From an optimization exercise on the open Yosys and OpenROAD flow, aimed at small area; shortcuts taken in it are not production practice.
In this exercise RTL edits were held to simulation tests only and were not proved equivalent to the original.
Power and IR drop assume default switching activity.

==> flow/design.v (excerpt) <==
module rv_core (
    input  logic        clk,
    input  logic        rst_n,
    output logic [31:0] imem_addr,
    input  logic [31:0] imem_insn,
    output logic [31:0] dmem_addr,
    output logic [31:0] dmem_wdata,
    input  logic [31:0] dmem_rdata,
    output logic        dmem_wen,
    output logic [3:0]  byte_en
);
    logic [2:0]  ph;       
    logic        p2;       
    logic        clr;      
    logic [29:0] pc;
    logic [31:0] insn;
    logic [6:0]  opcode;
    logic [2:0]  f3;
    logic        alt;
    assign insn   = imem_insn;
    assign opcode = insn[6:0];
    assign f3     = insn[14:12];
    assign alt    = insn[30];
    logic is_op, is_opi, is_ld, is_st, alu_cls, is_sh, is_slt, ld_ok, st_ok;
    logic two, last, writes, ph0, ph7;
    assign is_op   = opcode == 7'b0110011;
    assign is_opi  = opcode == 7'b0010011;
    assign is_ld   = opcode == 7'b0000011;
    assign is_st   = opcode == 7'b0100011;
    assign alu_cls = is_op || is_opi;
    assign is_sh   = alu_cls && f3[1:0] == 2'b01;
    assign is_slt  = alu_cls && f3[2:1] == 2'b01;
  ...
For scale: about 2300 cells after synthesis, ~1100 flip-flops, about 170 I/O pins.
Settings: LEC_CHECK=0, CAP_MARGIN=20, CORE_MARGIN=2, CORE_UTILIZATION=65, PLACE_DENSITY=0.8, SLEW_MARGIN=20, BUFFER_PORTS_ARGS=-buffer_cell sky130_fd_sc_hd__buf_1, CTS_ARGS=-sink_clustering_enable -repair_clock_nets -dont_use_dummy_load -buf_list sky130_fd_sc_hd__clkbuf_8 -sink_clustering_size 20 -sink_clustering_max_diameter 60; clock period 6.5 ns.
standard.sh (not shown) runs the stock make flow with config.mk's settings and CLKGATE_MAP_FILE= SYNTH_SCRIPT=/design/flow/synth_recipe.tcl, a recipe that flattens the netlist after the stock synthesis.
==> flow/flow/run.sh <==
#!/bin/bash
# Standard ORFS layout (the standard.sh) with changes that only affect buffering:
#  - port buffers use the smallest buffer cell instead of clkdlybuf4s50_1
#  - CTS clusters more sinks per clock buffer and inserts no dummy loads
# Every tool's output goes to the ORFS logs under orfs/logs; make's own
# output goes to flow_make.log in the work folder.
set -euo pipefail
cat >> config.mk <<'CFG'
export BUFFER_PORTS_ARGS = -buffer_cell sky130_fd_sc_hd__buf_1
export CTS_ARGS = -sink_clustering_enable -repair_clock_nets -dont_use_dummy_load -buf_list sky130_fd_sc_hd__clkbuf_8 -sink_clustering_size 20 -sink_clustering_max_diameter 60
CFG
bash standard.sh > flow_make.log 2>&1
Rerun with:
==> flow/flow/run.sh (replaced) <==
#!/bin/bash
# Standard ORFS layout with three changes that only affect buffering:
#  - port buffers use the smallest buffer cell instead of clkdlybuf4s50_1
#  - CTS uses small clock buffers and inserts no dummy loads
# Every tool's output goes to the ORFS logs under orfs/logs; make's own
# output goes to flow_make.log in the work folder.
set -euo pipefail
cat >> config.mk <<'CFG'
export BUFFER_PORTS_ARGS = -buffer_cell sky130_fd_sc_hd__buf_1
export CTS_ARGS = -sink_clustering_enable -repair_clock_nets -dont_use_dummy_load -buf_list sky130_fd_sc_hd__clkbuf_4
CFG
bash standard.sh > flow_make.log 2>&1
- ABC_AREA: unset -> 1
- CORE_UTILIZATION: 65 -> 40
- CTS_ARGS: -sink_clustering_enable -repair_clock_nets -dont_use_dummy_load -buf_list sky130_fd_sc_hd__clkbuf_8 -sink_clustering_size 20 -sink_clustering_max_diameter 60 -> -sink_clustering_enable -repair_clock_nets -dont_use_dummy_load -buf_list sky130_fd_sc_hd__clkbuf_4
- PLACE_DENSITY: 0.8 -> 0.6
=> Register-to-register slack is better by 0.80 ns; via count climbs by 11%; routed wire length climbs by 0.72%; final cell count grows by 38%; setup slack gains 0.81 ns; total power grows by 9.2%; synthesized area climbs by 1.5%; clock power grows by 50%; synthesized cell count increases by 22%; final area came out higher by 6.6%.

========
Starting RTL as in the previous note.
Settings: LEC_CHECK=0, CAP_MARGIN=20, CORE_MARGIN=2, CORE_UTILIZATION=40, PLACE_DENSITY=0.6, SLEW_MARGIN=20; clock period 6.5 ns.
run.sh (not shown) runs the stock make flow with config.mk's settings and CLKGATE_MAP_FILE= SYNTH_SCRIPT=/design/flow/synth_recipe.tcl, a recipe that flattens the netlist after the stock synthesis.
Stock flow here: none of the scripts above is used.
The starting point completed without violations.
Then changed:
==> flow/flow/run.sh (new file) <==
#!/bin/bash
# Standard ORFS layout (the standard.sh) with changes that only affect buffering:
#  - port buffers use the smallest buffer cell instead of clkdlybuf4s50_1
#  - CTS clusters more sinks per clock buffer and inserts no dummy loads
# Every tool's output goes to the ORFS logs under orfs/logs; make's own
# output goes to flow_make.log in the work folder.
set -euo pipefail
cat >> config.mk <<'CFG'
export BUFFER_PORTS_ARGS = -buffer_cell sky130_fd_sc_hd__buf_1
export CTS_ARGS = -sink_clustering_enable -repair_clock_nets -dont_use_dummy_load -buf_list sky130_fd_sc_hd__clkbuf_16 -sink_clustering_size 30 -sink_clustering_max_diameter 60
CFG
bash standard.sh > flow_make.log 2>&1
==> flow/standard.sh (new file) <==
#!/bin/bash
# synth_recipe.tcl (not shown) runs the flow's synth.tcl, then flattens the netlist and writes it again
# the make line also repeats each setting of config.mk as NAME=value (left out here)
make -C /OpenROAD-flow-scripts/flow DESIGN_CONFIG=/design/flow/config.mk WORK_HOME=/design/flow/orfs CLKGATE_MAP_FILE= SYNTH_SCRIPT=/design/flow/synth_recipe.tcl "${@:-finish}"
BUFFER_PORTS_ARGS = -buffer_cell sky130_fd_sc_hd__buf_1   (was not set)
CORE_UTILIZATION = 65   (was 40)
CTS_ARGS = -sink_clustering_enable -repair_clock_nets -dont_use_dummy_load -buf_list sky130_fd_sc_hd__clkbuf_16 -sink_clustering_size 30 -sink_clustering_max_diameter 60   (was not set)
PLACE_DENSITY = 0.8   (was 0.6)
removed: flow/run.sh
=> The changed run completed with no timing, DRC or antenna violations; routed wire length is about the same; cell area drops by roughly a tenth; cell count drops by about a fifth; die area drops by well over a third; global-route usage climbs by 13 points; combinational power drops by about a fifth; power drops by about a fifth; register-to-register slack got worse by 220 ps.

========
v33:
rv_core again, from the RTL that the note above started with.
clock: 6.5 ns
lec_check: 0
cap_margin: 20
core_margin: 2
core_utilization: 65
place_density: 0.8
slew_margin: 20
buffer_ports_args: -buffer_cell sky130_fd_sc_hd__buf_1
cts_args: -sink_clustering_enable -repair_clock_nets -dont_use_dummy_load -buf_list sky130_fd_sc_hd__clkbuf_8 -sink_clustering_size 18 -sink_clustering_max_diameter 50
standard.sh (not shown) runs the stock make flow with config.mk's settings and CLKGATE_MAP_FILE= SYNTH_SCRIPT=/design/flow/synth_recipe.tcl, a recipe that flattens the netlist after the stock synthesis.
==> flow/flow/run.sh <==
#!/bin/bash
# Standard ORFS layout (the standard.sh) with changes that only affect buffering:
#  - port buffers use the smallest buffer cell instead of clkdlybuf4s50_1
#  - CTS clusters more sinks per clock buffer and inserts no dummy loads
# Every tool's output goes to the ORFS logs under orfs/logs; make's own
# output goes to flow_make.log in the work folder.
set -euo pipefail
cat >> config.mk <<'CFG'
export BUFFER_PORTS_ARGS = -buffer_cell sky130_fd_sc_hd__buf_1
export CTS_ARGS = -sink_clustering_enable -repair_clock_nets -dont_use_dummy_load -buf_list sky130_fd_sc_hd__clkbuf_8 -sink_clustering_size 18 -sink_clustering_max_diameter 50
CFG
bash standard.sh > flow_make.log 2>&1
What v58 does differently from v33 at the input level:
- CTS_ARGS now -sink_clustering_enable -repair_clock_nets -dont_use_dummy_load -buf_list sky130_fd_sc_hd__clkbuf_8 -sink_clustering_size 20 -sink_clustering_max_diameter 60, was -sink_clustering_enable -repair_clock_nets -dont_use_dummy_load -buf_list sky130_fd_sc_hd__clkbuf_8 -sink_clustering_size 18 -sink_clustering_max_diameter 50
- CORE_UTILIZATION now 40, was 65
- PLACE_DENSITY now 0.6, was 0.8
--- a/flow/flow/run.sh
+++ b/flow/flow/run.sh
@@ -8,5 +8,5 @@
 cat >> config.mk <<'CFG'
 export BUFFER_PORTS_ARGS = -buffer_cell sky130_fd_sc_hd__buf_1
-export CTS_ARGS = -sink_clustering_enable -repair_clock_nets -dont_use_dummy_load -buf_list sky130_fd_sc_hd__clkbuf_8 -sink_clustering_size 18 -sink_clustering_max_diameter 50
+export CTS_ARGS = -sink_clustering_enable -repair_clock_nets -dont_use_dummy_load -buf_list sky130_fd_sc_hd__clkbuf_8 -sink_clustering_size 20 -sink_clustering_max_diameter 60
 CFG
 bash standard.sh > flow_make.log 2>&1
Findings:
The clock latency reported for the late side of the worst-skew pair on v33 is in line with that on v58. Looking at total die area, v58 sits about 60% higher than v33 does. Relative contribution of the clock network to total power (higher): v33. When v58 is measured against v33, its relative area of clock buffers and inverters in the final design turns out 0.25 points lower.
diff inputs: v58 => v41
- a deleted BUFFER_PORTS_ARGS that had been -buffer_cell sky130_fd_sc_hd__buf_1
- an added ABC_AREA of 1
- a deleted CTS_ARGS that had been -sink_clustering_enable -repair_clock_nets -dont_use_dummy_load -buf_list sky130_fd_sc_hd__clkbuf_8 -sink_clustering_size 20 -sink_clustering_max_diameter 60
==> flow/run.sh (new file) <==
#!/bin/bash
# synth_recipe.tcl (not shown) runs the flow's synth.tcl, then flattens the netlist and writes it again
# the make line also repeats each setting of config.mk as NAME=value (left out here)
make -C /OpenROAD-flow-scripts/flow DESIGN_CONFIG=/design/flow/config.mk WORK_HOME=/design/flow/orfs CLKGATE_MAP_FILE= SYNTH_SCRIPT=/design/flow/synth_recipe.tcl finish
removed: flow/flow/run.sh
removed: flow/standard.sh
- Critical path capture point: u_rf.r[15][31] -> v41, u_rf.r[16][30] -> v58
- Against v58 as the reference, v41 delivers a lower final worst-path setup slack.
- Summary of v41 over v58: initial antenna violation count lower; part of the power in combinational logic now sits lower; proportion of cell area occupied by registers went down 7.3 points.
- Changes observed in v41 relative to v58: non-clock buffer count now smaller; first-pass iteration count of the detailed router now larger.
- In the final reports, the cell area of v41 is larger than that of v58.
- Relative to v58, combinational power decreased by about 30% in v41.
- Summary: die area, v41 worse than v58
- Cmp v41 and v58 / number of nets at the end of the flow / higher: v41

separate check: timing with driven ports:
How much do the figures lean on ideal ports? The routed layouts below were timed once more, with nothing changed but the port constraints. Step 1 (the two cells are an assumption about what drives the block):
set clk [get_ports {clk}]
set_driving_cell -lib_cell sky130_fd_sc_hd__clkbuf_16 $clk
set_driving_cell -lib_cell sky130_fd_sc_hd__buf_2 [delete_from_list [all_inputs] $clk]
Step 2 moves the port delays by t, midway between the first and last clock arrival at a register: inputs arrive t later, outputs are due t later. That takes back most of the time a late clock gives input paths. a / b / c = ideal / step 1 / step 2; a / b = the first two.
| run | t, ns | setup slack, ns | worst setup path at the end |
|---|---|---|---|
| the first run of note 1 | 0.721 | 0.706 / 0.713 / -0.007 | input to register |
| the second run of note 1 | 1.101 | 1.511 / 1.542 / 0.441 | input to register |
| the first run of note 2 | 0.722 | 0.691 / 0.702 / -0.019 | input to register |
| the second run of note 2 | 0.642 | 0.572 / 0.563 / -0.079 | input to register |
| v33 | 0.718 | 0.637 / 0.648 / -0.070 | input to register |
| v58 | 0.710 | 0.780 / 0.731 / 0.021 | input to register |
| v41 | 0.717 | 0.522 / 0.548 / -0.169 | input to register |
With both steps, setup timing fails in 5 of these runs, where it was met with ideal ports. The setup slack of the second run of note 1, which loses most, moves by +0.031 ns with the drivers and by -1.070 ns with both steps.
